Source: an optimization exercise on an open RTL-to-GDS flow (aim: small area, a short achievable clock period and few clock cycles per item). Production flows keep margins and buffers that such runs may drop.
RTL that was checked went through simulation tests only; none was proved equivalent to the original.

==> inputs of run G <==
Design vedic_mult_pipe, start of the top module:
module vedic_mult_pipe #(
    parameter int WIDTH = 32
) (
    input  logic              clk,
    input  logic              rst_n,
    input  logic              in_valid,
    output logic              in_ready,
    input  logic [WIDTH-1:0]  in_a,
    input  logic [WIDTH-1:0]  in_b,
    input  logic              in_signed,
    output logic              out_valid,
    input  logic              out_ready,
    output logic [2*WIDTH-1:0] out_p,
    output logic              busy
);
clock: 11.0 ns
lec_check: 0
cap_margin: 20
core_margin: 2
core_utilization: 60
cts_buf_list: sky130_fd_sc_hd__clkbuf_8
cts_cluster_size: 20
place_density: 0.75
slew_margin: 20
synth_hierarchical: 1
tns_end_percent: 0
standard.sh (not shown) runs the stock make flow with config.mk's settings and CLKGATE_MAP_FILE= SYNTH_SCRIPT=/design/flow/synth_recipe.tcl, a recipe that flattens the netlist after the stock synthesis.
==> flow/flow/run.sh <==
#!/bin/bash
# The standard layout (standard.sh), with two changes to how it is made:
# ports are buffered with buf_1, and ORFS's repair_timing aims for setup slack
# above zero (it repairs against the 11 ns clock the SDC gives).
export BUFFER_PORTS_ARGS="-buffer_cell sky130_fd_sc_hd__buf_1"
export SETUP_SLACK_MARGIN=7.6
bash standard.sh > standard.log 2>&1
==> inputs of run X, as changes to run G <==
--- a/flow/design.v
+++ b/flow/design.v
@@ -5101,10 +5101,10 @@
             xa0n   <= ~(sgn & in_a[31]);
             bonen0 <= ~bone_d;
             btwon0 <= ~btwo_d[15:0];
             bneg0  <= bneg_d[15:0];
             cs1    <= cs_d;
-            pk     <= po_d;
         end
         if (ofree) po <= po_d;
+        pk <= po_d;
     end
 endmodule
==> flow/flow/run.sh (replaced) <==
#!/bin/bash
# The standard layout (standard.sh), with two changes to how it is made:
# ports are buffered with buf_1, and ORFS's repair_timing aims for setup slack
# above zero (it repairs against the 11 ns clock the SDC gives).
export BUFFER_PORTS_ARGS="-buffer_cell sky130_fd_sc_hd__buf_1"
export SETUP_SLACK_MARGIN=7.5
bash standard.sh > standard.log 2>&1
CTS_CLUSTER_SIZE = not set   (was 20)
==> inputs of run R, as changes to run G <==
==> flow/run.sh (new file) <==
#!/bin/bash
# synth_recipe.tcl (not shown) runs the flow's synth.tcl, then flattens the netlist and writes it again
# the make line also repeats each setting of config.mk as NAME=value (left out here)
make -C /OpenROAD-flow-scripts/flow DESIGN_CONFIG=/design/flow/config.mk WORK_HOME=/design/flow/orfs CLKGATE_MAP_FILE= SYNTH_SCRIPT=/design/flow/synth_recipe.tcl finish
CTS_CLUSTER_SIZE = not set   (was 20)
TNS_END_PERCENT = not set   (was 0)
removed: flow/flow/run.sh
removed: flow/standard.sh
==> qor summary <==
Number of cells traversed by the worst hold path: run G 2; run X 2; run R 1
Pre-CTS setup slack: run G 7310 ps; run X 7260 ps; run R 7120 ps
Vias in the first global route: run G 28900; run X 28700; run R 29100
Placed instance count: run G 3839; run X 3831; run R 3839
Crit-path max FO: run G 18; run X 17; run R 33
EDFF count, synth: run G 378; run X 314; run R 378
Fraction of layout cells with a size suffix above 1: run G 14.1%; run X 9.81%; run R 8.22%
Area of the placeable core: run G 56500 um^2; run X 55300 um^2; run R 56500 um^2
Fraction of met3 tracks used by global routing: run G 16.6%; run X 19.0%; run R 17.1%
Worst hold slack after final layout: run G 513 ps; run X 450 ps; run R 493 ps
Status: run G finished clean; run X finished clean; run R finished clean
Endpoint of the worst register-to-register path: run G cs1[95]; run X cs1[68]; run R cs1[68]
Testbench counts of run G, summed over its fixed seeds: cycles 16,024, items 16,000.
Testbench counts of run X, summed over its fixed seeds: cycles 16,024, items 16,000.
Testbench counts of run R, summed over its fixed seeds: cycles 16,024, items 16,000.


==> v4 <==
vedic_mult_pipe with an RTL version that a note above also has.
==> flow/design.v (excerpt) <==
module vedic_mult_pipe #(
    parameter int WIDTH = 32
) (
    input  logic              clk,
    input  logic              rst_n,
    input  logic              in_valid,
    output logic              in_ready,
    input  logic [WIDTH-1:0]  in_a,
    input  logic [WIDTH-1:0]  in_b,
    input  logic              in_signed,
    output logic              out_valid,
    input  logic              out_ready,
    output logic [2*WIDTH-1:0] out_p,
    output logic              busy
);
    logic sgn;
    assign sgn = in_signed;
    logic v0, v1, vo, vk, rdy, busy_q;
    logic v0_d, v1_d, vo_d, vk_d;
    logic adv, ofree, take;
    logic [31:0] a0n;
    logic        xa0n;
    logic [16:0] bonen0;
    logic [15:0] btwon0, bneg0;
    logic [16:0] bone_d, btwo_d, bneg_d;
    logic [34:0] yb;       
    logic [167:0] cs1, cs_d;
    logic [63:0] po, pk, po_d;
    logic m1;
    logic pp2;
    logic m3;
    logic pp4;
    logic m5;
    logic pp6;
    logic m7;
    logic pp8;
    logic m9;
    logic pp10;
    logic m11;
    logic pp12;
    logic m13;
    logic pp14;
    logic m15;
    logic pp16;
    logic m17;
    logic pp18;
    logic m19;
    logic pp20;
    logic m21;
    logic pp22;
    logic m23;
    logic pp24;
    logic m25;
    logic pp26;
    logic m27;
    logic pp28;
    logic m29;
    logic pp30;
    logic m31;
    logic pp32;
    logic m33;
    logic pp34;
    logic m35;
    logic pp36;
    logic m37;
    logic pp38;
    logic m39;
    logic pp40;
    logic m41;
    logic pp42;
    logic m43;
    logic pp44;
    logic m45;
    logic pp46;
    logic m47;
    logic pp48;
    logic m49;
    logic pp50;
    logic m51;
    logic pp52;
    logic m53;
    logic pp54;
    logic m55;
    logic pp56;
    logic m57;
    logic pp58;
    logic m59;
    logic pp60;
    logic m61;
    logic pp62;
    logic m63;
    logic pp64;
    logic m65;
    logic pp66;
    logic m67;
    logic pp68;
    logic m69;
    logic pp70;
    logic m71;
    logic pp72;
    logic m73;
    logic pp74;
    logic m75;
    logic pp76;
    logic m77;
  ...
Settings: LEC_CHECK=0, CAP_MARGIN=20, CORE_MARGIN=2, CORE_UTILIZATION=60, CTS_BUF_LIST=sky130_fd_sc_hd__clkbuf_8, GPL_TIMING_DRIVEN=1, PLACE_DENSITY=0.75, SLEW_MARGIN=20, SYNTH_HIERARCHICAL=1, TNS_END_PERCENT=0; clock period 11.0 ns.
==> flow/flow/run.sh <==
#!/bin/bash
# The standard layout (standard.sh), with two changes to how it is made:
# ports are buffered with buf_1, and ORFS's repair_timing aims for setup slack
# above zero (it repairs against the 11 ns clock the SDC gives).
export BUFFER_PORTS_ARGS="-buffer_cell sky130_fd_sc_hd__buf_1"
export SETUP_SLACK_MARGIN=7.5
bash standard.sh > standard.log 2>&1
==> v6: changes against v4 <==
--- a/flow/design.v
+++ b/flow/design.v
@@ -5101,10 +5101,10 @@
             xa0n   <= ~(sgn & in_a[31]);
             bonen0 <= ~bone_d;
             btwon0 <= ~btwo_d[15:0];
             bneg0  <= bneg_d[15:0];
             cs1    <= cs_d;
+            pk     <= po_d;
         end
         if (ofree) po <= po_d;
-        pk <= po_d;
     end
 endmodule
==> flow/flow/run.sh (replaced) <==
#!/bin/bash
# The standard layout (standard.sh); the only change is that ports are
# buffered with buf_1 instead of the buffer buffer_ports picks by default.
export BUFFER_PORTS_ARGS="-buffer_cell sky130_fd_sc_hd__buf_1"
bash standard.sh > standard.log 2>&1
Settings changed: CORE_UTILIZATION 60 to 45, GPL_TIMING_DRIVEN 1 to unset, PLACE_DENSITY 0.75 to 0.6, TNS_END_PERCENT 0 to unset.
==> v35: changes against v4 <==
--- a/flow/design.v
+++ b/flow/design.v
@@ -5101,10 +5101,10 @@
             xa0n   <= ~(sgn & in_a[31]);
             bonen0 <= ~bone_d;
             btwon0 <= ~btwo_d[15:0];
             bneg0  <= bneg_d[15:0];
             cs1    <= cs_d;
+            pk     <= po_d;
         end
         if (ofree) po <= po_d;
-        pk <= po_d;
     end
 endmodule
==> flow/flow/run.sh (replaced) <==
#!/bin/bash
# The standard layout (standard.sh); the only change is that ports are
# buffered with buf_1 instead of the buffer buffer_ports picks by default.
export BUFFER_PORTS_ARGS="-buffer_cell sky130_fd_sc_hd__buf_1"
bash standard.sh > standard.log 2>&1
Settings changed: TNS_END_PERCENT 0 to unset.
==> v2: changes against v4 <==
Settings changed: CTS_BUF_LIST sky130_fd_sc_hd__clkbuf_8 to sky130_fd_sc_hd__clkbuf_4, GPL_TIMING_DRIVEN 1 to unset.
==> qor summary <==
	v6	v4	v2	v35
Status	finished clean	finished clean	finished clean	finished clean
Endpoint of the worst register-to-register path	cs1[110]	cs1[68]	cs1[68]	cs1[68]
Wire length of the first global-routing pass	184 mm	174 mm	175 mm	176 mm
Worst Hold Slack	508 ps	450 ps	452 ps	515 ps
1st-pass router iterations	6	9	7	8
Global routing usage on met3	0.106	0.190	0.181	0.180
Mux cell area share after synthesis	0.000656	0.000668	0.000668	0.000656
Highest net fanout along the worst path	48	17	33	33
Number of flops mapped to enable cells by yosys	378	314	314	378
Buffer cell driving the clock tree root	sky130_fd_sc_hd__clkbuf_8	sky130_fd_sc_hd__clkbuf_8	sky130_fd_sc_hd__clkbuf_4	sky130_fd_sc_hd__clkbuf_8
Average wire length per cell after detail routing	29.9 um	29.7 um	29.4 um	29.7 um
Clock buf count	77	72	137	72
Non-clock buffers	222	228	223	222
Testbench counts of v4, summed over its fixed seeds: cycles 16,024, items 16,000.
Testbench counts of v6, summed over its fixed seeds: cycles 16,024, items 16,000.
Testbench counts of v35, summed over its fixed seeds: cycles 16,024, items 16,000.
Testbench counts of v2, summed over its fixed seeds: cycles 16,024, items 16,000.


==> run a <==
Another version of the RTL of vedic_mult_pipe (not shown whole).
make LEC_CHECK=0 CAP_MARGIN=20 CORE_MARGIN=2 CORE_UTILIZATION=45 PLACE_DENSITY=0.6 SLEW_MARGIN=20 SYNTH_HIERARCHICAL=1 finish   # period 11.0 ns
run.sh (not shown) runs the stock make flow with config.mk's settings and CLKGATE_MAP_FILE= SYNTH_SCRIPT=/design/flow/synth_recipe.tcl, a recipe that flattens the netlist after the stock synthesis.
Stock flow here: none of the scripts above is used.
==> inputs of run b, as changes to run a <==
==> flow/flow/run.sh (new file) <==
#!/bin/bash
# The standard layout (standard.sh), with two changes to how it is made:
# ports are buffered with buf_2, and ORFS's repair_timing aims for setup slack
# well above zero (it repairs against the 11 ns clock the SDC gives).
export BUFFER_PORTS_ARGS="-buffer_cell sky130_fd_sc_hd__buf_2"
export SETUP_SLACK_MARGIN=7.4
bash standard.sh > standard.log 2>&1
==> flow/standard.sh (new file) <==
#!/bin/bash
# synth_recipe.tcl (not shown) runs the flow's synth.tcl, then flattens the netlist and writes it again
# the make line also repeats each setting of config.mk as NAME=value (left out here)
make -C /OpenROAD-flow-scripts/flow DESIGN_CONFIG=/design/flow/config.mk WORK_HOME=/design/flow/orfs CLKGATE_MAP_FILE= SYNTH_SCRIPT=/design/flow/synth_recipe.tcl "${@:-finish}"
--- a/flow/config.mk
+++ b/flow/config.mk
@@ -11,3 +11,4 @@
 export PLACE_DENSITY = 0.6
 export SLEW_MARGIN = 20
 export SYNTH_HIERARCHICAL = 1
+export TNS_END_PERCENT = 0
removed: flow/run.sh
==> notes.md <==
|  | run a | run b |
|---|---|---|
| Reg2Reg Setup Slack | 6.84 ns | 7.14 ns |
| Later-pin clock latency in the skew report | 0.60 ns | 0.62 ns |
| Final layout net count | 3751 | 3805 |
| Non-clk buf share | 5.19% | 7.59% |
| Final period utilization | 37.8% | 35.1% |
| Hpwl dp | 72600 um | 71800 um |
| Arrival time reported for the critical path endpoint | 4.44 ns | 4.17 ns |
| Outcome | no timing/DRC/antenna violations | no timing/DRC/antenna violations |
| Setup WS pre-CTS | 6.95 ns | 6.95 ns |
| Final WL | 115000 um | 122000 um |
| Met2 Resource Use GR | 45.6% | 47.5% |
| Post-route met1 wirelength | 45200 um | 45000 um |
| Worst Tran Pin Value | 0.956 ns | 0.988 ns |
| Wire length of the first global-routing pass | 172000 um | 180000 um |
| Critical R2R Capture | cs1[54] | cs1[117] |
| Min-delay src | v0 | v1 |
| Total GRT Usage | 29.7% | 31.4% |
| Multi-input gate share of total cell area | 58.8% | 58.1% |
| Synthesis-to-layout area growth | 14.1% | 19.2% |
| Final Critical Period | 4.16 ns | 3.86 ns |
| Endpoint required time on the critical path | 11.29 ns | 11.31 ns |
| Initial drt markers | 3003 | 3240 |
Function was not checked in any run of this note: the RTL went through the layout flow alone.

## re-timing with driven ports
The flow's constraints put no driver on any port. The routed layouts listed below were extracted and timed again, unchanged, in two steps. Step 1 sets driving cells, clkbuf_16 on the clock port and buf_2 on the other inputs (assumed; they add their load-dependent delay and slew). Step 2, shift: input delay + t, output delay - t, t = (earliest + latest rising clock arrival at the registers) / 2. This alone moves slack from input paths to output paths. a / b / c = ideal ports / drivers / drivers and shift; a / b = the first two.
run | t (ns) | slack for setup (ns) | hold slack, ns | slew at the worst register clock pin (ns)
run G | 0.742 | 7.472 / 7.472 / 7.472 | 0.513 / 0.513 / 0.513 | 0.07 / 0.07
run X | 0.726 | 7.370 / 7.370 / 7.370 | 0.450 / 0.450 / 0.450 | 0.07 / 0.07
run R | 0.711 | 7.092 / 7.092 / 7.092 | 0.493 / 0.493 / 0.493 | 0.08 / 0.08
v4 | 0.726 | 7.370 / 7.370 / 7.370 | 0.450 / 0.450 / 0.450 | 0.07 / 0.07
v6 | 0.748 | 7.055 / 7.055 / 7.055 | 0.508 / 0.508 / 0.508 | 0.07 / 0.07
v35 | 0.740 | 7.188 / 7.188 / 7.188 | 0.515 / 0.515 / 0.515 | 0.07 / 0.07
v2 | 0.916 | 7.231 / 7.231 / 7.231 | 0.452 / 0.452 / 0.452 | 0.08 / 0.08
run a | 0.647 | 6.843 / 6.843 / 6.843 | 0.513 / 0.513 / 0.513 | 0.07 / 0.07
run b | 0.661 | 7.141 / 7.141 / 7.141 | 0.503 / 0.503 / 0.503 | 0.07 / 0.07
After both steps setup and hold are still met in every run listed.
